This design comes from an exercise in tuning for a short achievable clock period and few clock cycles per item on the open sky130 flow, not from production work.
In this exercise RTL edits were held to simulation tests only and were not proved equivalent to the original.
Power and IR drop assume default switching activity.

<file path="flow/config.mk">
export PLATFORM = sky130hd
export DESIGN_NAME = ex_mem_top
export DESIGN_NICKNAME = ex_mem_top
export VERILOG_FILES = /design/flow/design.v
export SDC_FILE = /design/flow/constraint.sdc
export NUM_CORES = 4
export LEC_CHECK = 0
export CAP_MARGIN = 20
export CORE_MARGIN = 2
export CORE_UTILIZATION = 40
export SLEW_MARGIN = 20
</file>
<file path="flow/run.sh">
#!/bin/bash
# synth_recipe.tcl (not shown) runs the flow's synth.tcl, then flattens the netlist and writes it again
# the make line also repeats each setting of config.mk as NAME=value (left out here)
make -C /OpenROAD-flow-scripts/flow DESIGN_CONFIG=/design/flow/config.mk WORK_HOME=/design/flow/orfs CLKGATE_MAP_FILE= SYNTH_SCRIPT=/design/flow/synth_recipe.tcl finish
</file>
<file path="flow/constraint.sdc">
create_clock -name core_clock -period 6.5 [get_ports {CLK}]
set_input_delay 1.3000 -clock core_clock [delete_from_list [all_inputs] [get_ports {CLK}]]
set_output_delay 1.3000 -clock core_clock [all_outputs]
set_load 0.01 [all_outputs]
</file>
<file path="flow/design.v">
`timescale 1ns/1ps
module alu_unit (
   input  logic [31:0] a,
   input  logic [31:0] b,
   input  logic        cin,
   input  logic        s_add,
   input  logic        s_slt,
   input  logic        s_sltu,
   input  logic        sdiff,    
   input  logic        a31,
   input  logic [31:0] oth,
   output logic [31:0] result
);
   logic [32:0] sum;
   logic        lt_s, lt_u;
   assign sum = {1'b0, a} + {1'b0, b} + {32'b0, cin};
   assign lt_u = !sum[32];
   assign lt_s = sdiff ? a31 : sum[31];
   assign result = (s_add ? sum[31:0] : 32'b0)
                 | {31'b0, (s_slt & lt_s) | (s_sltu & lt_u)}
                 | oth;
endmodule
`timescale 1ns/1ps
module branch_resolve (
   input  logic        CLK,
   input  logic        nRST,
   input  logic [1:0]  br_kind,
   input  logic [31:0] porta,
   input  logic [31:0] portb,
   input  logic [31:0] pcn,
   input  logic [31:0] imm,
   input  logic        hand,
   input  logic        full,
   output logic        stage_q,
   output logic        cond_q,
   output logic        squash_q,
   output logic [31:0] target_q
);
   logic cond;
   always_comb begin
      case (br_kind)
         2'd1:    cond = (porta == portb);
         2'd2:    cond = (porta != portb);
         2'd3:    cond = 1'b1;
         default: cond = 1'b0;
      endcase
   end
   always_ff @(posedge CLK, negedge nRST) begin
      if (!nRST) begin
         stage_q <= 1'b0;
         squash_q <= 1'b0;
      end else if (hand) begin
         stage_q <= 1'b0;
         squash_q <= stage_q && cond_q && !full;
      end else if ((br_kind != 2'd0) && !squash_q && !stage_q) begin
         stage_q <= 1'b1;
      end
   end
   always_ff @(posedge CLK) begin
      if (!stage_q) begin
         cond_q <= cond;
         target_q <= pcn + {imm[29:0], 2'b00};
      end
   end
endmodule
`timescale 1ns/1ps
`timescale 1ns/1ps
`timescale 1ns/1ps
module ex_mem_top (
   input  logic        CLK,
   input  logic        nRST,
   input  logic [3:0]  aluop,
   input  logic [31:0] porta,
   input  logic [31:0] portb,
   input  logic [31:0] imm,
   input  logic [31:0] pcn,
   input  logic [1:0]  br_kind,
   input  logic [1:0]  memtoreg,
   input  logic        regwrite,
   input  logic        memread,
   input  logic        memwrite,
   input  logic        halt,
   input  logic [4:0]  dest,
   output logic        ex_ready,
   output logic        branch_taken,
   output logic [31:0] branch_target,
   output logic        cyc,
   output logic        stb,
   output logic        we,
   output logic [31:0] adr,
   output logic [31:0] wdata,
   output logic [3:0]  sel,
   input  logic [31:0] rdata,
   input  logic        ack,
   output logic        retire_valid,
   output logic        retire_regwrite,
   output logic        retire_halt,
   output logic [4:0]  retire_dest,
   output logic [31:0] retire_data
);
   localparam int D  = 8;           
   localparam int AW = 3;            
   logic        stage_q, cond_q, squash_q, full_q;
   logic [31:0] target_q;
   logic        is_br, hand;
   branch_resolve u_branch (
      .CLK      (CLK),
      .nRST     (nRST),
      .br_kind  (br_kind),
      .porta    (porta),
      .portb    (portb),
      .pcn      (pcn),
      .imm      (imm),
      .hand     (hand),
      .full     (full_q),
      .stage_q  (stage_q),
      .cond_q   (cond_q),
      .squash_q (squash_q),
      .target_q (target_q)
   );
   assign is_br = br_kind[0] | br_kind[1];
   assign ex_ready = !full_q && (!is_br || stage_q || squash_q);
   assign hand = ex_ready;
   assign branch_taken = stage_q && cond_q && !full_q;
   assign branch_target = target_q;
   logic        v1;
   logic [31:0] a1, b1, oth1, pcn1, wd1;
   logic        cin1, s_add1, s_slt1, s_sltu1, sdiff1;
   logic        rw1, halt1, mem1, we1, ld1, pcsel1;
   logic [4:0]  dest1;
   logic [31:0] bsel, logic_r, shift_r;
   logic        sub_in, mem_in;
   assign mem_in = memread | memwrite;
   assign bsel = mem_in ? imm : portb;
   assign sub_in = (aluop == 4'd1) || (aluop == 4'd8) || (aluop == 4'd9);
   always_comb begin
      case (aluop)
         4'd2:    logic_r = porta & bsel;
         4'd3:    logic_r = porta | bsel;
         4'd4:    logic_r = porta ^ bsel;
         4'd5:    logic_r = ~(porta | bsel);
         default: logic_r = '0;
      endcase
      case (aluop)
         4'd6:    shift_r = bsel << porta[4:0];
         4'd7:    shift_r = bsel >> porta[4:0];
         default: shift_r = '0;
      endcase
   end
   always_ff @(posedge CLK, negedge nRST) begin
      if (!nRST) v1 <= 1'b0;
      else       v1 <= hand;
   end
   always_ff @(posedge CLK) begin
      a1      <= porta;
      b1      <= sub_in ? ~bsel : bsel;
      cin1    <= sub_in;
      s_add1  <= (aluop == 4'd0) || (aluop == 4'd1);
      s_slt1  <= (aluop == 4'd8);
      s_sltu1 <= (aluop == 4'd9);
      sdiff1  <= porta[31] ^ bsel[31];
      oth1    <= logic_r | shift_r;
      pcn1    <= pcn;
      wd1     <= portb;
      rw1     <= regwrite & !squash_q;
      halt1   <= halt & !squash_q;
      mem1    <= mem_in & !squash_q;
      we1     <= memwrite;
      ld1     <= (memtoreg == 2'd1);
      pcsel1  <= (memtoreg == 2'd2);
      dest1   <= dest;
   end
   logic [31:0] res1, data1;
   alu_unit u_alu (
      .a      (a1),
      .b      (b1),
      .cin    (cin1),
      .s_add  (s_add1),
      .s_slt  (s_slt1),
      .s_sltu (s_sltu1),
      .sdiff  (sdiff1),
      .a31    (a1[31]),
      .oth    (oth1),
      .result (res1)
   );
   assign data1 = pcsel1 ? pcn1 : res1;
   logic [31:0] q_data [D];
   logic [4:0]  q_dest [D];
   logic        q_rw [D], q_halt [D], q_mem [D], q_ld [D], q_done [D];
   logic [AW-1:0] wp, rp;
   logic [AW:0]   cnt, cnt_next;
   logic        cyc_q, we_q, ld_q;
   logic [31:0] adr_q, wdata_q;
   logic [AW-1:0] idx_q;
   logic [31:0] m_adr [D], m_wd [D];
   logic        m_we [D], m_ld [D];
   logic [AW-1:0] m_idx [D];
   logic [AW-1:0] mwp, mrp;
   logic [AW:0]   mcnt;
   logic ackd, bus_free, head_ok, push_m, pop_m, load_s1;
   assign ackd = cyc_q & ack;
   assign bus_free = !cyc_q || ack;
   assign pop_m = bus_free && (mcnt != 0);
   assign load_s1 = bus_free && (mcnt == 0) && v1 && mem1;
   assign push_m = v1 && mem1 && !load_s1;
   assign head_ok = (cnt != 0) && (!q_mem[rp] || q_done[rp] || ackd);
   assign cnt_next = cnt + {{AW{1'b0}}, v1} - {{AW{1'b0}}, head_ok};
   always_ff @(posedge CLK, negedge nRST) begin
      if (!nRST) begin
         wp <= '0;
         rp <= '0;
         cnt <= '0;
         full_q <= 1'b0;
         mwp <= '0;
         mrp <= '0;
         mcnt <= '0;
         cyc_q <= 1'b0;
         we_q <= 1'b0;
      end else begin
         if (v1) wp <= wp + 1'b1;
         if (head_ok) rp <= rp + 1'b1;
         cnt <= cnt_next;
         full_q <= ({1'b0, cnt_next} + {{(AW+1){1'b0}}, hand}) >= (AW+2)'(D);
         if (push_m) mwp <= mwp + 1'b1;
         if (pop_m) mrp <= mrp + 1'b1;
         mcnt <= mcnt + {{AW{1'b0}}, push_m} - {{AW{1'b0}}, pop_m};
         if (bus_free) begin
            if (pop_m) begin
               cyc_q <= 1'b1;
               we_q <= m_we[mrp];
            end else if (load_s1) begin
               cyc_q <= 1'b1;
               we_q <= we1;
            end else begin
               cyc_q <= 1'b0;
               we_q <= 1'b0;
            end
         end
      end
   end
   always_ff @(posedge CLK) begin
      if (bus_free) begin
         if (pop_m) begin
            adr_q <= m_adr[mrp];
            wdata_q <= m_wd[mrp];
            ld_q <= m_ld[mrp];
            idx_q <= m_idx[mrp];
         end else begin
            adr_q <= res1;
            wdata_q <= wd1;
            ld_q <= ld1;
            idx_q <= wp;
         end
      end
      if (push_m) begin
         m_adr[mwp] <= res1;
         m_wd[mwp] <= wd1;
         m_we[mwp] <= we1;
         m_ld[mwp] <= ld1;
         m_idx[mwp] <= wp;
      end
   end
   always_ff @(posedge CLK) begin
      for (int i = 0; i < D; i++) begin
         if (v1 && wp == AW'(i)) begin
            q_data[i] <= data1;
            q_dest[i] <= dest1;
            q_rw[i]   <= rw1;
            q_halt[i] <= halt1;
            q_mem[i]  <= mem1;
            q_ld[i]   <= ld1;
            q_done[i] <= 1'b0;
         end else if (ackd && idx_q == AW'(i)) begin
            q_done[i] <= 1'b1;
            if (ld_q) q_data[i] <= rdata;
         end
      end
   end
   logic rv_q, rrw_q, rh_q;
   logic [4:0] rdest_q;
   logic [31:0] rdata_q;
   always_ff @(posedge CLK, negedge nRST) begin
      if (!nRST) begin
         rv_q <= 1'b0;
         rrw_q <= 1'b0;
         rh_q <= 1'b0;
      end else begin
         rv_q <= head_ok;
         rrw_q <= head_ok && q_rw[rp];
         rh_q <= head_ok && q_halt[rp];
      end
   end
   always_ff @(posedge CLK) begin
      rdest_q <= q_dest[rp];
      rdata_q <= (q_ld[rp] && q_mem[rp] && !q_done[rp]) ? rdata : q_data[rp];
   end
   assign cyc = cyc_q;
   assign stb = cyc_q;
   assign we = we_q;
   assign adr = adr_q;
   assign wdata = wdata_q;
   assign sel = 4'hf;
   assign retire_valid = rv_q;
   assign retire_regwrite = rrw_q;
   assign retire_halt = rh_q;
   assign retire_dest = rdest_q;
   assign retire_data = rdata_q;
endmodule
</file>
==> results of run 1 <==
-- worst max-delay path: stages, from the launching register on --
cell	delay [ps]
dfrtp_1	740
ha_1	660
nor2_1	170
and2_1	390
a31oi_1	490
a21oi_1	180
nor2_1	510
ha_1	350
inv_1	60
ha_1	160
inv_1	60
fa_1	500
inv_1	70
ha_1	200
nor2_1	100
mux2i_1	90
-- per-layer routing --
| metal | vias up | share of wire (%) |
|---|---|---|
| met4 | 10 | 3.0 |
| li1 | 16300 | - |
| met3 | 223 | 9.1 |
| met2 | 1539 | 46 |
| met5 | - | 0.038 |
| met1 | 18200 | 42 |
-- flip-flops by register name, summed over array words and instances, names as in the netlist, 24 cells and up --
signal / flops
oth1: 32
m_wd: 256
a1: 32
q_dest: 40
wdata_q: 32
u_branch.target_q: 32
adr_q: 32
m_idx: 24
b1: 32
m_adr: 256
rdata_q: 32
pcn1: 32
wd1: 32
q_data: 256
-- per-stage QoR --
stage               instances  utilization, %
floorplan                4110               -
CTS                      6309            47.5
detailed placement       6059            44.2
global placement         6059            44.2
finish                   6316            47.5
global route             6311            47.5
-- cell type report --
type / count / area [sq um] / share of cell area, %
sequential: 1231 / 34600 / 53.0
timing repair buffer: 416 / 4020 / 6.16
clock inverter: 63 / 714 / 1.09
antenna: 6 / 15.0 / 0.0230
multi-input combinational: 2489 / 19500 / 29.8
clock buffer: 187 / 3730 / 5.71
inverter: 130 / 488 / 0.747
tap: 1794 / 2240 / 3.44
-- placed cells by master, fill, tap and decap left out, types with 39 or more instances in the layout --
master           Yosys  layout
o21ai_0            409     401
xor2_1              47      47
a22oi_1             54      54
clkbuf_1           180      39
clkdlybuf4s50_1      0     317
mux4_2             168     168
a222oi_1            42      42
clkbuf_16            0     137
nand2_1            497     490
mux2_2              39      39
ha_1               151     151
edfxtp_1           981     981
a21o_1              44      44
inv_1              115     113
nor2_1             125     117
dfxtp_1            221     221
a21oi_1            123     123
mux2i_1            225     224
buf_4                9      87
nand4_1             40      40
xnor2_1             63      63
-- worst paths after layout --
path,depth (start not counted),slack (ps),end,startpoint
hold reg to reg,2,470,q_done[1],q_done[1]
setup reg to reg,15,1630,full_q,rp[2]
setup / recovery,15,1630,full_q,rp[2]
max in group asynchronous,1,5270,mrp[0],nRST
min in group asynchronous,1,620,u_branch.squash_q,nRST
hold / removal,2,470,q_done[1],q_done[1]
-- cells by family (layout without fill, tap and decap cells) --
family,Yosys count,after routing
AOI/OAI and AO/OA,929,929
xor gates and xnor gates,110,110
adders and majority gates,156,156
buffers and inverters,390,796
DFF,1231,1231
muxes,435,435
other,1,10
and+or+nand+nor,855,855
-- power by group through the flow --
stage	Combinational, uW	Sequential [uW]	Clock (uW)
after floorplan	4810	10800	0
after global placement	7910	10900	0
after detailed placement	7980	11000	0
after CTS	8020	10800	7820
after global routing	8570	10900	8120
final	7950	10800	7700
==> summary.md, run 1 <==
| Metric | Value |
|---|---|
| Pre-CTS WS | approximately 1200 ps |
| Post-synthesis sequential area ratio | 62.5% |
| Outcome | finished clean |
| Area growth syn-to-layout | 17.9% |
| CTS Root Cell | clkbuf_16 |
| # Max-Cap Violations | 0 |
| H-tree depth | 4 |
| Clk pin slew, worst setup/hold paths | 60 ps |
| Mean Syn Cell Area | 13.5 sq um |
| Nets | approximately 4,700 |
| Vias in the first global route | approximately 35,000 |
| Worst-path fanout max | 12 |
| Initial DRC count | around 4,100 |
| Ratio of cells with drive above 1 in the final layout | between 10% and 20% |
| CP Capture Type | flip-flop |
| First-pass GRT wire length | between 200 and 300 mm |
| Fillers | roughly 12,000 |
| CTS tree | built |
| Finished Cell Area | approximately 65,000 sq um |
| Actual slew at the worst max-slew pin | around 1200 ps |
| LEAKAGE | about 0.024 uW |
| Maximum vdd drop | 318 uV |
| Cells after Synth | 4,107 |
| Setup TNS | 0 ps |
| Register bit count reported by yosys | 1,231 |
| Gp weighted congestion | roughly 0.98 |
| Max frequency | slightly above 200 MHz |
| Post-CTS resize count | 0 |
| Final HPWL DP | between 100 and 150 mm |
| Compound-gate portion of the synthesized area | approximately 11% |
| Switching Share | between 30 and 40% |
| Initial antenna violation count | 17 |
| XOR/XNOR Fraction of Synth Area | under 10% |
| GRT Total Usage | between 20 and 25% |
| Final Cycle Share | between 70% and 80% |
| CP Class | flip-flop to flip-flop |
| Hold WS | 475 ps |
| WP data required | between 7000 and 8000 ps |
| WP data arrival | approximately 5500 ps |
| Final hold vios | 0 |
| DR vias/cell | approximately 5.7 |
| CTS buffer count | 135 |
| Hold Crit Class | flip-flop to flip-flop |
| Die area | ~140,000 sq um |
| Hold-fix buffers, CTS | 0 |
| Synth warn | 9 |
| Port Buffers | 320 |
| Post-synth cell types | 90 |
| DR DRC count | 0 |
| Max transition margin | 22.6% |
| Total global routing overflow | 0 |
| Switch Pwr | 8720 uW |
| Slew Viols, Final | 0 |
| Pwr Density | approximately 400 nW/um^2 |
| Starting density of the core | between 40% and 50% |
| CTS Sinks | 1,231 |
| Mux cell area share after synthesis | a little under an eighth |
| CORE AREA | roughly 140,000 sq um |
| Most common cell in the netlist | edfxtp_1 |
| Combinational power share | between 30% and 40% |
| Met3 GRT Util | around 5.6% |
| Final Skew | around 34 ps |
| Largest family of logic cells by synthesized area | multiplexers |
| Adder-Cell Fraction of Synth Area | under 10% |
| Part of the power in registers | 40.9% |
| Synth cell count leaders | 981 x edfxtp_1, 497 x nand2_1, 409 x o21ai_0, 225 x mux2i_1, 221 x dfxtp_1 |
| Number of setup buffers added after CTS | 0 |
| Final period demand of the worst path | just under 5000 ps |
| Clock power share | 29.1% |
| Routed WL | between 150 and 200 mm |
| Post-synth EDFFs | between 900 and 1,000 |
| FFs w/ async S/R, synth | approximately 2.4% |
| M2 GR Usage | a little under two fifths |
| Later-pin clock latency in the skew report | just under 800 ps |
| Num ports | around 330 |
| Vias | around 36,000 |
| Die Height | around 380 um |
| Most Crowded Layer GR | met2 |
| Rows | 136 |
| Leading area contributor after synthesis | edfxtp_1 |
| Routed Antenna Nets | 0 |
| Post-Synth Simple-Gate Area | between 6 and 7% |
| Total Power | between 20,000 and 30,000 uW |
| Placed Area | ~60,000 sq um |
| Pin count of the biggest net entering global routing | 70 |
| Final setup vio count | 0 |
| Internal power | ~18,000 uW |
| Synth Flop Type | edfxtp_1 |
| Met1 usage | about a third |
| RSZ-0062 raised after global routing | no |
| Startpoint Class | flip-flop |
| Chip Width | around 380 um |
| Worst setup margin | between 1500 and 2000 ps |
| DR pass1 iterations | 6 |
| Synth top area share | a little over half |
| Post-Syn Area | about 55,000 sq um |
| Clk buf depth | 3 |
| Largest cells by area after synthesis | edfxtp_1 53%, dfxtp_1 8.0%, mux4_2 6.8%, mux2i_1 4.1%, o21ai_0 3.7% |
| Mean routed wirelength per cell | about 28 um |
Testbench counts, summed over its fixed seeds: cycles 184,260, items 160,000.
==> inputs of run 2 (changes only) <==
--- a/flow/config.mk
+++ b/flow/config.mk
@@ -5,7 +5,10 @@
 export SDC_FILE = /design/flow/constraint.sdc
 export NUM_CORES = 4
 export LEC_CHECK = 0
+export ABC_CLOCK_PERIOD_IN_PS = 3000
 export CAP_MARGIN = 20
 export CORE_MARGIN = 2
 export CORE_UTILIZATION = 40
+export SETUP_SLACK_MARGIN = 3.5
 export SLEW_MARGIN = 20
+export TNS_END_PERCENT = 100
==> run 2 against run 1 <==
Net effect:
- still clean
- sequential share of layout area shrank 3.9 points
- critical path type unchanged
- non-clock buffer count grew 225
- first-iteration DRC count grew 18%
- critical path depth grew 7
- global-route usage grew 1.4 points
==> summary.md, run 2 <==
| Metric | Value |
|---|---|
| Part of the power in registers | 38.5% (-2.4 points) |
| Startpoint Class | flip-flop |
| Later-pin clock latency in the skew report | 800 ps (+20 ps) |
| Gp weighted congestion | 0.957 (-1.9%) |
| WP data required | 7170 ps (+30 ps) |
| Switching Share | 33.7% (+0.74 points) |
| CORE AREA | 137,000 sq um (unchanged) |
| Area growth syn-to-layout | 27.3% |
| Final Cycle Share | 53.4% (-21 points) |
| Hold Crit Class | flip-flop to flip-flop |
| Starting density of the core | 40.3% (unchanged) |
| Register bit count reported by yosys | 1,231 (unchanged) |
| Routed Antenna Nets | 0 (unchanged) |
| Post-synth cell types | 90 (unchanged) |
| RSZ-0062 raised after global routing | yes |
| Synth warn | 9 (unchanged) |
| CTS tree | built |
| Actual slew at the worst max-slew pin | 1190 ps (+30.6 ps) |
| Top flop regs | m_adr (256), m_wd (256), q_data (256) |
| Mean routed wirelength per cell | 28.6 um (+2.8%) |
| Finished Cell Area | 70,500 sq um (+8.0%) |
| Cells after Synth | 4,107 (unchanged) |
| Metal2 WL | 86.4 mm (+7.2%) |
| Combinational power share | 34.3% (+4.3 points) |
| Rows | 136 (unchanged) |
| HP Start | q_done[5] |
| Final HPWL DP | 119 mm (+0.30%) |
| Clk buf depth | 3 (unchanged) |
| Port Buffers | 320 (unchanged) |
| Total global routing overflow | 0 (unchanged) |
| Most common cell in the netlist | edfxtp_1 |
| Initial DRC count | 4,837 (+18%) |
| Placed Area | 61,100 sq um (+0.53%) |
| Final Util | 51.3% (+3.8 points) |
| Final setup vio count | 0 (unchanged) |
| Mean Syn Cell Area | 13.5 sq um (unchanged) |
| Maximum vdd drop | 342 uV (+7.5%) |
| Final Skew | 39.8 ps (+5.89 ps) |
| Internal power | 18,500 uW (+4.6%) |
| Nets | 4,969 (+4.9%) |
| FF+latch area | 34,600 sq um (about the same) |
| Vias in the first global route | 36,900 (+5.7%) |
| Synth Flop Type | edfxtp_1 |
| DR pass1 iterations | 7 (+1) |
| CTS Root Cell | clkbuf_16 |
| Worst Reg2Reg Path Length in Cells | 22 (+7) |
| CP Capture Type | flip-flop |
| CP Class | flip-flop to flip-flop |
| Pwr Density | 397 nW/um^2 (-2.1%) |
| Chip Width | 376 um (unchanged) |
| Hold EP | q_done[5] |
| # Max-Cap Violations | 0 (unchanged) |
| Post-Syn Area | 55,400 sq um (unchanged) |
| Outcome | finished clean |
| Synth top area share | 53.2% (unchanged) |
| Ratio of cells with drive above 1 in the final layout | 25.6% (+12 points) |
| Pin count of the biggest net entering global routing | 109 (+56%) |
| CTS Sinks | 1,231 (unchanged) |
| Largest cells by area after synthesis | edfxtp_1 53%, dfxtp_1 8.0%, mux4_2 6.8%, mux2i_1 4.1%, o21ai_0 3.7% |
| Max frequency | 288 MHz (+40%) |
| Worst-path fanout max | 6 (-6) |
| Die area | 141,000 sq um (unchanged) |
| H-tree depth | 4 (unchanged) |
| Commonest non-fill, non-tap cell in the layout | edfxtp_1 |
| WHS Path Cells | 2 (unchanged) |
| Initial antenna violation count | 31 (+14) |
| Synth cell count leaders | 981 x edfxtp_1, 497 x nand2_1, 409 x o21ai_0, 225 x mux2i_1, 221 x dfxtp_1 |
| Worst r2r src | rp[0] |
| LEAKAGE | 0.0259 uW (+9.2%) |
| Max Used Layer | met5 |
| Post-synth EDFFs | 981 (unchanged) |
| Fillers | 11,500 (-4.2%) |
| GRT Total Usage | 25.9% (+1.4 points) |
| Switch Pwr | 9430 uW (+8.1%) |
| Slew Viols, Final | 0 (unchanged) |
| Max transition margin | 20.7% (-1.9 points) |
| Flop2flop setup slack | 3030 ps (+1400 ps) |
| Most frequent cells in the layout | 981 x edfxtp_1, 485 x nand2_1, 260 x o21ai_0 |
| First-pass GRT wire length | 264 mm (+5.3%) |
| Final hold vios | 0 (unchanged) |
| R2R Path End | rp[2] |
| Final period demand of the worst path | 3470 ps (-1400 ps) |
| Clock power share | 27.1% (-2.0 points) |
| WP data arrival | 4140 ps (-1360 ps) |
| FFs w/ async S/R, synth | 2.36% (unchanged) |
| Num ports | 325 (unchanged) |
| Footprint of the multi-input gates | 22,100 sq um (+14%) |
| DR vias/cell | 5.92 (+3.4%) |
| CTS buffer count | 135 (unchanged) |
| Met3 WL | 18.0 mm (+13%) |
| Routed WL | 187 mm (+6.5%) |
| Clk pin slew, worst setup/hold paths | 60 ps (about the same) |
| Die Height | 376 um (unchanged) |
| Vias | 38,800 (+7.1%) |
| Setup TNS | 0 ps (unchanged) |
| Post-synthesis sequential area ratio | 62.5% (unchanged) |
| Leading area contributor after synthesis | edfxtp_1 |
| Metal1 wirelength | 74.9 mm (+1.7%) |
| DR DRC count | 0 (unchanged) |
## run 2: cell counts after synthesis
No cell type changed its count.
## run 2: layout make-up
type,count,area share [%]
Clock inverter,52,0.777
Tap cell,1794,3.18
Sequential cell,1231,49.1
Timing Repair inverter,1,0.0124
Inverter,130,0.779
Timing Repair Buffer,641,9.29
Multi-Input combinational cell,2493,31.4
Antenna cell,9,0.0320
Clock buffer,195,5.43
## run 2: through the flow
stage	power, uW	setup WS, ps	hold WS [ps]	std cells
4_1_cts	27600	3020	474	6479
2_1_floorplan	15600	2230	435	4110
3_5_place_dp	19000	1540	461	6051
6_report	28000	3030	475	6546
3_3_place_gp	18900	1580	451	6051
5_1_grt	29100	2960	508	6539
## run 2: worst max-delay path by stage
stage,from,end
after global placement,imm[0],u_branch.target_q[30]
after CTS,rp[0],full_q
after detailed placement,imm[0],u_branch.target_q[30]
after floorplan,ack,m_adr[0][0]
after global routing,rp[0],full_q
final,rp[0],rp[2]
## run 2: metal layers
| metal | vias up | GRT usage, % |
|---|---|---|
| li1 | 16800 | - |
| met1 | 19600 | 35.3 |
| met2 | 2030 | 40.5 |
| met3 | 399 | 5.30 |
| met4 | 6 | 10.4 |
| met5 | - | 0 |
## run 2: critical path, stage by stage (launching register included)
cell	delay [ps]
dfrtp_2	440
ha_4	200
ha_4	170
buf_12	130
a222oi_1	340
nand3_1	160
a31oi_2	220
a31oi_4	80
a21oi_4	180
nor2_4	60
buf_4	140
buf_6	100
buf_6	100
buf_6	100
buf_6	100
buf_6	100
buf_6	100
buf_6	110
buf_6	100
buf_6	100
buf_6	120
nor2_1	130
a21oi_1	50
## run 2: what timing repair did
action / in CTS / in global routing
gates cloned: 14 / 2
hold buffers: 0 / 0
gates resized for setup: 593 / 362
endpoints found under the setup margin: 1081 / 501
buffers inserted: 167 / 56
pin swaps: 154 / 123
## run 2: power by group through the flow
stage	registers [uW]	logic [uW]	clock network, uW
2_1_floorplan	10700	4900	0
3_3_place_gp	11000	7950	0
3_5_place_dp	11000	8020	0
4_1_cts	10800	9120	7710
5_1_grt	10900	10200	8010
6_report	10800	9600	7590
## run 2: kinds of logic (layout without fill, tap and decap cells)
logic type,after synthesis,after routing,synth area share (%)
flip-flops,1231,1231,62.5
adder cells (fa/ha/maj),156,156,3.59
AO/OA/AOI/OAI,929,929,10.7
multiplexers,435,436,11.8
other,1,13,0.00677
AND/OR/NAND/NOR,855,858,6.78
XOR/XNOR,110,110,1.74
buffers and inverters,390,1019,2.92
==> inputs of run 3 (changes only) <==
--- a/flow/design.v
+++ b/flow/design.v
@@ -30,11 +30,9 @@
    input  logic [31:0] pcn,
    input  logic [31:0] imm,
    input  logic        hand,
-   input  logic        full,
-   output logic        stage_q,
-   output logic        cond_q,
    output logic        squash_q,
-   output logic [31:0] target_q
+   output logic        taken,
+   output logic [31:0] target
 );
    logic cond;
    always_comb begin
@@ -45,21 +43,13 @@
          default: cond = 1'b0;
       endcase
    end
+   assign taken = hand && cond && !squash_q;
+   assign target = pcn + {imm[29:0], 2'b00};
    always_ff @(posedge CLK, negedge nRST) begin
       if (!nRST) begin
-         stage_q <= 1'b0;
          squash_q <= 1'b0;
       end else if (hand) begin
-         stage_q <= 1'b0;
-         squash_q <= stage_q && cond_q && !full;
-      end else if ((br_kind != 2'd0) && !squash_q && !stage_q) begin
-         stage_q <= 1'b1;
-      end
-   end
-   always_ff @(posedge CLK) begin
-      if (!stage_q) begin
-         cond_q <= cond;
-         target_q <= pcn + {imm[29:0], 2'b00};
+         squash_q <= taken;
       end
    end
 endmodule
@@ -100,9 +90,8 @@
 );
    localparam int D  = 8;           
    localparam int AW = 3;            
-   logic        stage_q, cond_q, squash_q, full_q;
-   logic [31:0] target_q;
-   logic        is_br, hand;
+   logic        squash_q, full_q;
+   logic        hand;
    branch_resolve u_branch (
       .CLK      (CLK),
       .nRST     (nRST),
@@ -112,17 +101,12 @@
       .pcn      (pcn),
       .imm      (imm),
       .hand     (hand),
-      .full     (full_q),
-      .stage_q  (stage_q),
-      .cond_q   (cond_q),
       .squash_q (squash_q),
-      .target_q (target_q)
+      .taken    (branch_taken),
+      .target   (branch_target)
    );
-   assign is_br = br_kind[0] | br_kind[1];
-   assign ex_ready = !full_q && (!is_br || stage_q || squash_q);
+   assign ex_ready = !full_q;
    assign hand = ex_ready;
-   assign branch_taken = stage_q && cond_q && !full_q;
-   assign branch_target = target_q;
    logic        v1;
    logic [31:0] a1, b1, oth1, pcn1, wd1;
    logic        cin1, s_add1, s_slt1, s_sltu1, sdiff1;
==> flow/config.mk (replaced) <==
export PLATFORM = sky130hd
export DESIGN_NAME = ex_mem_top
export DESIGN_NICKNAME = ex_mem_top
export VERILOG_FILES = /design/flow/design.v
export SDC_FILE = /design/flow/constraint.sdc
export NUM_CORES = 4
export LEC_CHECK = 0
export CAP_MARGIN = 20
export CORE_MARGIN = 2
export CORE_UTILIZATION = 40
export SLEW_MARGIN = 20
==> run 3 against run 2 <==
Net effect:
- combinational power decreased by 18%
- final cell count shrank 4.4%
- worst setup slack lost 2700 ps
- clock power fell by 4.0%
- cell area decreased by 9.1%
- register-to-register slack worse by 980 ps
- area after synthesis decreased by 1.9%
- via count down 8.1%
- clock skew increased by 12 ps
- sequential power about the same
- sequential cell count shrank 34
- critical path type is now input pin to output pin
==> summary.md, run 3 <==
| Metric | Value |
|---|---|
| Final Cycle Share | 95.5% (+42 points) |
| # Max-Cap Violations | 0 (unchanged) |
| Final setup vio count | 0 (unchanged) |
| Pwr Density | 405 nW/um^2 (+2.1%) |
| Max transition margin | 22.6% (+2.0 points) |
| H-tree depth | 4 (unchanged) |
| Mean routed wirelength per cell | 27.0 um (-5.6%) |
| Post-Syn Area | 54,300 sq um (-1.9%) |
| Pin count of the biggest net entering global routing | 88 (-19%) |
| Final period demand of the worst path | 6210 ps (+2740 ps) |
| Later-pin clock latency in the skew report | 780 ps (-20 ps) |
| CTS Root Cell | clkbuf_16 |
| CTS tree | built |
| Setup TNS | 0 ps (unchanged) |
| CTS Sinks | 1,197 (-2.8%) |
| Die Height | 372 um (-0.96%) |
| RSZ-0062 raised after global routing | no |
| Worst-path fanout max | 4 (-2) |
| Post-synth EDFFs | 948 (-3.4%) |
| Initial antenna violation count | 14 (-55%) |
| Largest cells by area after synthesis | edfxtp_1 52%, dfxtp_1 8.1%, mux4_2 6.1%, mux2i_1 5.1%, ha_1 3.5% |
| Internal power | 17,400 uW (-6.3%) |
| Cells after Synth | 4,067 (-0.97%) |
| Vias in the first global route | 34,100 (-7.6%) |
| Leading area contributor after synthesis | edfxtp_1 |
| CORE AREA | 135,000 sq um (-1.7%) |
| Hold-fix buffers, CTS | 0 (unchanged) |
| Combinational power share | 30.4% (-3.9 points) |
| Most frequent cells in the layout | 948 x edfxtp_1, 435 x nand2_1, 319 x clkdlybuf4s50_1 |
| Slew Viols, Final | 0 (unchanged) |
| Outcome | finished clean |
| Synth top area share | 52.4% (-0.78 points) |
| CP Class | input pin to output pin |
| Hold Crit Class | flip-flop to flip-flop |
| Mean Syn Cell Area | 13.4 sq um (-0.96%) |
| Actual slew at the worst max-slew pin | 1130 ps (-57.3 ps) |
| CP Capture Type | output pin |
| Ratio of cells with drive above 1 in the final layout | 13.4% (-12 points) |
| First-pass GRT wire length | 241 mm (-8.6%) |
| Synth Flop Type | edfxtp_1 |
| Post-synth cell types | 96 (+6.7%) |
| Most common cell in the netlist | edfxtp_1 |
| Rows | 135 (-0.74%) |
| Die area | 139,000 sq um (-1.9%) |
| Clock power share | 28.1% (+1.0 points) |
| Final Skew | 51.7 ps (+12.0 ps) |
| Routed Antenna Nets | 0 (unchanged) |
| DR pass1 iterations | 6 (-1) |
| Starting density of the core | 40.2% (-0.086 points) |
| GRT Total Usage | 24.0% (-1.9 points) |
| Commonest non-fill, non-tap cell in the layout | edfxtp_1 |
| LEAKAGE | 0.0235 uW (-9.2%) |
| Switch Pwr | 8580 uW (-9.0%) |
| Switching Share | 33.1% (-0.66 points) |
| Final HPWL DP | 111 mm (-6.1%) |
| CTS buffer count | 131 (-3.0%) |
| Vias | 35,600 (-8.1%) |
| Part of the power in registers | 41.5% (+3.0 points) |
| Top flop regs | m_adr (256), m_wd (256), q_data (256) |
| Synth warn | 9 (unchanged) |
| Synth cell count leaders | 948 x edfxtp_1, 441 x nand2_1, 307 x o21ai_0, 275 x mux2i_1, 221 x dfxtp_1 |
| Gp weighted congestion | 0.953 (-0.41%) |
| Startpoint Class | input pin |
| Max frequency | 161 MHz (-44%) |
| Final hold vios | 0 (unchanged) |
| Chip Width | 372 um (-0.96%) |
| WP data required | 5200 ps (-1970 ps) |
| Nets | 4,706 (-5.3%) |
| Total Power | 26,000 uW (-7.2%) |
| Maximum vdd drop | 313 uV (-8.5%) |
| WP data arrival | 4910 ps (+770 ps) |
| Clk buf depth | 3 (unchanged) |
| Total global routing overflow | 0 (unchanged) |
| DR DRC count | 0 (unchanged) |
| DR vias/cell | 5.69 (-4.0%) |
| Initial DRC count | 3,519 (-27%) |
| Post-synthesis sequential area ratio | 61.8% (-0.64 points) |
| Port Buffers | 320 (unchanged) |
| Clk pin slew, worst setup/hold paths | 50 ps (about the same) |
| Routed WL | 169 mm (-9.7%) |
| FFs w/ async S/R, synth | 2.34% (-0.017 points) |
| Register bit count reported by yosys | 1,197 (-2.8%) |
| Area growth syn-to-layout | 18.0% |
| Num ports | 325 (unchanged) |
==> run 3: path summary, 6_finish.rpt <==
| kind | startpoint | depth (start not counted) | slack [ps] | to |
|---|---|---|---|---|
| setup / recovery | imm[0] | 15 | 290 | branch_target[30] |
| hold / removal | q_done[0] | 2 | 470 | q_done[0] |
| setup reg to reg | a1[0] | 12 | 2050 | q_data[5][10] |
| hold reg to reg | q_done[0] | 2 | 470 | q_done[0] |
| max in group asynchronous | nRST | 2 | 5210 | mrp[0] |
| min in group asynchronous | nRST | 2 | 950 | full_q |
==> run 3: cell type report <==
class	instances	area, sq um
well taps	1781	2230
diodes	2	5.00
fillers	11800	71000
clock buffers	186	3660
flip-flops and latches	1197	33600
multi-input cells	2472	19300
repair buffers	439	4220
inverters	129	488
clock inverters	55	573
==> run 3: cell families after synthesis <==
logic type               synth area share, %
AND/OR/NAND/NOR                         6.60
buffers and inverters                   3.11
adder cells (fa/ha/maj)                 3.66
other                                0.00690
multiplexers                            12.1
flip-flops                              61.8
AO/OA/AOI/OAI                           10.8
XOR/XNOR                                1.84
==> run 3: what timing repair did <==
action,CTS,global route
hold endpoints to repair,0,0
setup buffers,0,2
setup endpoints to repair,0,6
resized for setup,0,6
==> run 3: power groups by stage <==
stage / Combinational, uW / Sequential [uW] / Clock, uW
final: 7900 / 10800 / 7290
after global routing: 8550 / 10900 / 7710
after CTS: 7960 / 10800 / 7420
after detailed placement: 7930 / 10900 / 0
after global placement: 7890 / 10900 / 0
after floorplan: 5070 / 10600 / 0
==> run 3: layer usage <==
metal,GRT usage [%],up-vias,part of all wire [%]
li1,-,16000,-
met1,32.5,17900,42
met2,38.6,1450,47
met3,4.63,238,7.2
met4,8.38,18,3.5
met5,0,-,0.070
==> run 3: worst max-delay path: stages <==
cell             delay (ps)
clkdlybuf4s50_1         430
ha_1                    230
inv_1                    80
fa_1                    210
nor2b_1                  70
o31a_1                  330
o2111ai_2               300
a21oi_2                 140
buf_4                   180
a31oi_1                 310
o21ai_2                 140
a311o_1                 320
a21oi_1                 170
xnor2_1                 140
clkdlybuf4s50_1         550
==> run 3: through the flow <==
step                setup WS [ps]  area (sq um)  hold WS, ps  util [%]  instances
floorplan                    -833         54300          431         -       4070
global placement             -306         59800          445      44.2       6016
detailed placement           68.4         59800          453      44.2       6016
CTS                          34.4         64000          471      47.4       6257
global route                 27.8         64100          487      47.4       6260
finish                        292         64100          472      47.4       6261
Testbench counts of run 3, summed over its fixed seeds: cycles 160,400, items 160,000.
==> inputs of run 4 (changes only) <==
--- a/flow/config.mk
+++ b/flow/config.mk
@@ -5,7 +5,10 @@
 export SDC_FILE = /design/flow/constraint.sdc
 export NUM_CORES = 4
 export LEC_CHECK = 0
+export ABC_CLOCK_PERIOD_IN_PS = 3000
 export CAP_MARGIN = 20
 export CORE_MARGIN = 2
 export CORE_UTILIZATION = 40
+export SETUP_SLACK_MARGIN = 3.5
 export SLEW_MARGIN = 20
+export TNS_END_PERCENT = 100
==> run 4 against run 3 <==
Net effect:
- cell area increased by 12%
- routed wire length increased by 11%
- via count grew 7.1%
- largest cell class unchanged
- clock power up 2%
- non-clock buffer count rose by 329
- critical path depth up 1
- highest routed layer unchanged
- utilization rose by 5.5 points
- sequential power is essentially flat
- area after synthesis unchanged
- register-to-register slack better by 950 ps
==> summary.md, run 4 <==
| Metric | Value |
|---|---|
| Outcome | finished clean |
| Final setup vio count | 0 (unchanged) |
| GRT Total Usage | 26.1% (+2.1 points) |
| CTS Sinks | 1,197 (unchanged) |
| Setup TNS | 0 ps (unchanged) |
| Initial DRC count | 4,312 (+23%) |
| First-pass GRT wire length | 259 mm (+7.4%) |
| Pin count of the biggest net entering global routing | 79 (-10%) |
| Max transition margin | 34.0% (+11 points) |
| Synth top area share | 52.4% (unchanged) |
| Area growth syn-to-layout | 31.6% |
| Fillers | 11,100 (-5.7%) |
| Final Cycle Share | 79.7% (-16 points) |
| Startpoint Class | input pin |
| Post-synth cell types | 96 (unchanged) |
| Slew Viols, Final | 0 (unchanged) |
| WP data required | 5200 ps (about the same) |
| Mean Syn Cell Area | 13.4 sq um (unchanged) |
| Footprint of the multi-input gates | 23,400 sq um (+21%) |
| Commonest non-fill, non-tap cell in the layout | edfxtp_1 |
| Clk buf depth | 3 (unchanged) |
| Synth warn | 9 (unchanged) |
| Actual slew at the worst max-slew pin | 990 ps (-138 ps) |
| Top flop regs | m_adr (256), m_wd (256), q_data (256) |
| WP data arrival | 3880 ps (-1030 ps) |
| Hold Crit Class | flip-flop to flip-flop |
| Maximum vdd drop | 296 uV (-5.4%) |
| Final period demand of the worst path | 5180 ps (-1020 ps) |
| Rows | 135 (unchanged) |
| Die area | 139,000 sq um (unchanged) |
| Leading area contributor after synthesis | edfxtp_1 |
| Pre-CTS WS | 120 ps (+51.1 ps) |
| H-tree depth | 4 (unchanged) |
| Port Buffers | 320 (unchanged) |
| Vias | 38,200 (+7.1%) |
| Synth Flop Type | edfxtp_1 |
| Later-pin clock latency in the skew report | 770 ps (about the same) |
| Vias in the first global route | 36,100 (+5.8%) |
| Largest cells by area after synthesis | edfxtp_1 52%, dfxtp_1 8.1%, mux4_2 6.1%, mux2i_1 5.1%, ha_1 3.5% |
| Cells after Synth | 4,067 (unchanged) |
| Num ports | 325 (unchanged) |
| DR vias/cell | 5.79 (+1.7%) |
| CTS Root Cell | clkbuf_16 |
| DR DRC count | 0 (unchanged) |
| RSZ-0062 raised after global routing | yes |
| Mean routed wirelength per cell | 28.3 um (+5.0%) |
| Final hold vios | 0 (unchanged) |
| Clk pin slew, worst setup/hold paths | 60 ps (about the same) |
| CORE AREA | 135,000 sq um (unchanged) |
| FF+latch area | 33,600 sq um (about the same) |
| Routed Antenna Nets | 0 (unchanged) |
| Worst-path fanout max | 3 (-1) |
| Post-synthesis sequential area ratio | 61.8% (unchanged) |
| Post-synth EDFFs | 948 (unchanged) |
| Die Height | 372 um (unchanged) |
| # Max-Cap Violations | 0 (unchanged) |
| LEAKAGE | 0.0262 uW (+11%) |
| Nets | 5,038 (+7.1%) |
| Total global routing overflow | 0 (unchanged) |
| Hold-fix buffers, CTS | 0 (unchanged) |
| CTS tree | built |
| Initial antenna violation count | 17 (+3) |
| FFs w/ async S/R, synth | 2.34% (unchanged) |
| Post-Syn Area | 54,300 sq um (unchanged) |
| CTS buffer count | 131 (unchanged) |
| Max frequency | 193 MHz (+20%) |
| Final Skew | 36.2 ps (-15.5 ps) |
| Register bit count reported by yosys | 1,197 (unchanged) |
| CP Capture Type | output pin |
| Chip Width | 372 um (unchanged) |
| Final HPWL DP | 119 mm (+6.7%) |
| Starting density of the core | 40.2% (unchanged) |
| Routed WL | 187 mm (+11%) |
| Most frequent cells in the layout | 948 x edfxtp_1, 415 x nand2_1, 302 x buf_4 |
| CP Class | input pin to output pin |
| Ratio of cells with drive above 1 in the final layout | 34.1% (+21 points) |
| DR pass1 iterations | 8 (+2) |
| Worst setup margin | 1320 ps (+1020 ps) |
| Synth cell count leaders | 948 x edfxtp_1, 441 x nand2_1, 307 x o21ai_0, 275 x mux2i_1, 221 x dfxtp_1 |
| Gp weighted congestion | 1.01 (+5.6%) |
| Pwr Density | 394 nW/um^2 (-2.7%) |
| Most common cell in the netlist | edfxtp_1 |
[run 4: cell counts after synthesis]
Identical to the previous run, type by type.
[run 4: cell type report]
cell class              count  area share, %
inverters                 129          0.762
well taps                1781           3.12
flip-flops and latches   1197           47.0
repair inverters            2         0.0193
repair buffers            768           10.3
clock inverters            67          0.942
diodes                      4         0.0140
clock buffers             173           5.05
multi-input cells        2473           32.7
[run 4: final timing paths]
kind,to,cells past startpoint,startpoint,slack [ps]
worst max-delay path,branch_target[28],16,pcn[2],1320
worst min-delay path,q_done[0],2,q_done[0],480
worst max register to register,adr_q[30],10,b1[14],3000
worst min register to register,q_done[0],2,q_done[0],480
max in group asynchronous,mrp[1],1,nRST,5290
min in group asynchronous,mwp[1],1,nRST,630
[run 4: cell families after synthesis]
| logic type | share of synthesized area [%] |
|---|---|
| other | 0.00690 |
| buffers and inverters | 3.11 |
| adder cells (fa/ha/maj) | 3.66 |
| flip-flops | 61.8 |
| AO/OA/AOI/OAI | 10.8 |
| AND/OR/NAND/NOR | 6.60 |
| multiplexers | 12.1 |
| XOR/XNOR | 1.84 |
[run 4: through the flow]
| stage | total power, uW | cells | util (%) | instance area, sq um | hold WS (ps) |
|---|---|---|---|---|---|
| after floorplan | 15900 | 4070 | - | 55200 | 431 |
| after global placement | 19000 | 6042 | 44.8 | 60500 | 443 |
| after detailed placement | 19100 | 6043 | 44.8 | 60500 | 457 |
| after CTS | 27500 | 6477 | 50.9 | 68700 | 470 |
| after global routing | 29300 | 6590 | 52.9 | 71500 | 505 |
| final | 28200 | 6594 | 52.9 | 71500 | 479 |
[run 4: repair_timing]
action                                  4_1_cts  5_1_grt
hold endpoints to repair                      0        0
gates cloned                                  5        2
resized for setup                          1155      478
pin swaps                                   196      236
endpoints found under the setup margin      726      511
setup buffers                               189      111
[run 4: power by group]
part	internal, uW	total, uW	switching [uW]
clock network	4340	7440	3100
logic	4340	10100	5770
registers	9950	10600	679
total	18600	28200	9550
[run 4: worst max-delay path, cell delays in order]
cell	delay (ps)
buf_8	80
ha_4	160
inv_2	40
fa_2	340
nor2b_2	160
o31a_1	230
o2111ai_4	240
a21oi_4	260
a31oi_4	130
buf_12	150
o21ai_4	140
buf_6	120
a21boi_1	50
o21bai_1	170
xor2_1	150
buf_2	140
[run 4: routing by layer]
metal  up-vias  track usage (%)  wire length (um)
met1     19300             35.3             75700
met4        14             9.28              7980
met2      1713             41.7             87200
met3       347             5.32             15900
met5         -                0               104
li1      16800                -                 -

[separate check: timing with driven ports]
The flow's constraints put no driver on any port. The routed layouts listed below were extracted and timed again, unchanged, in two steps. Step 1, drivers: a clkbuf_16 drives CLK and a buf_2 each remaining input, both assumed. Step 2 adds t to the input delays and takes it off the output delays; t is the mean of the earliest and latest rising clock arrival at the registers after step 1. Input paths then give back, and output paths get back, about the clock's delay inside the block. a / b / c = ideal / step 1 / step 2; a / b = the first two.
run | shift t [ns] | setup WS [ns] | cell pins on the clock port's net
run 1 | 0.835 | 1.632 / 1.632 / 1.213 | 1
run 2 | 0.859 | 3.028 / 3.028 / 2.474 | 1
run 3 | 0.827 | 0.292 / 0.261 / 0.261 | 1
run 4 | 0.837 | 1.317 / 1.262 / 1.262 | 1
After both steps setup and hold are still met in every run listed. For run 2, which loses most, drivers alone change the setup slack by 0.000 ns; drivers and shift together by -0.554 ns.
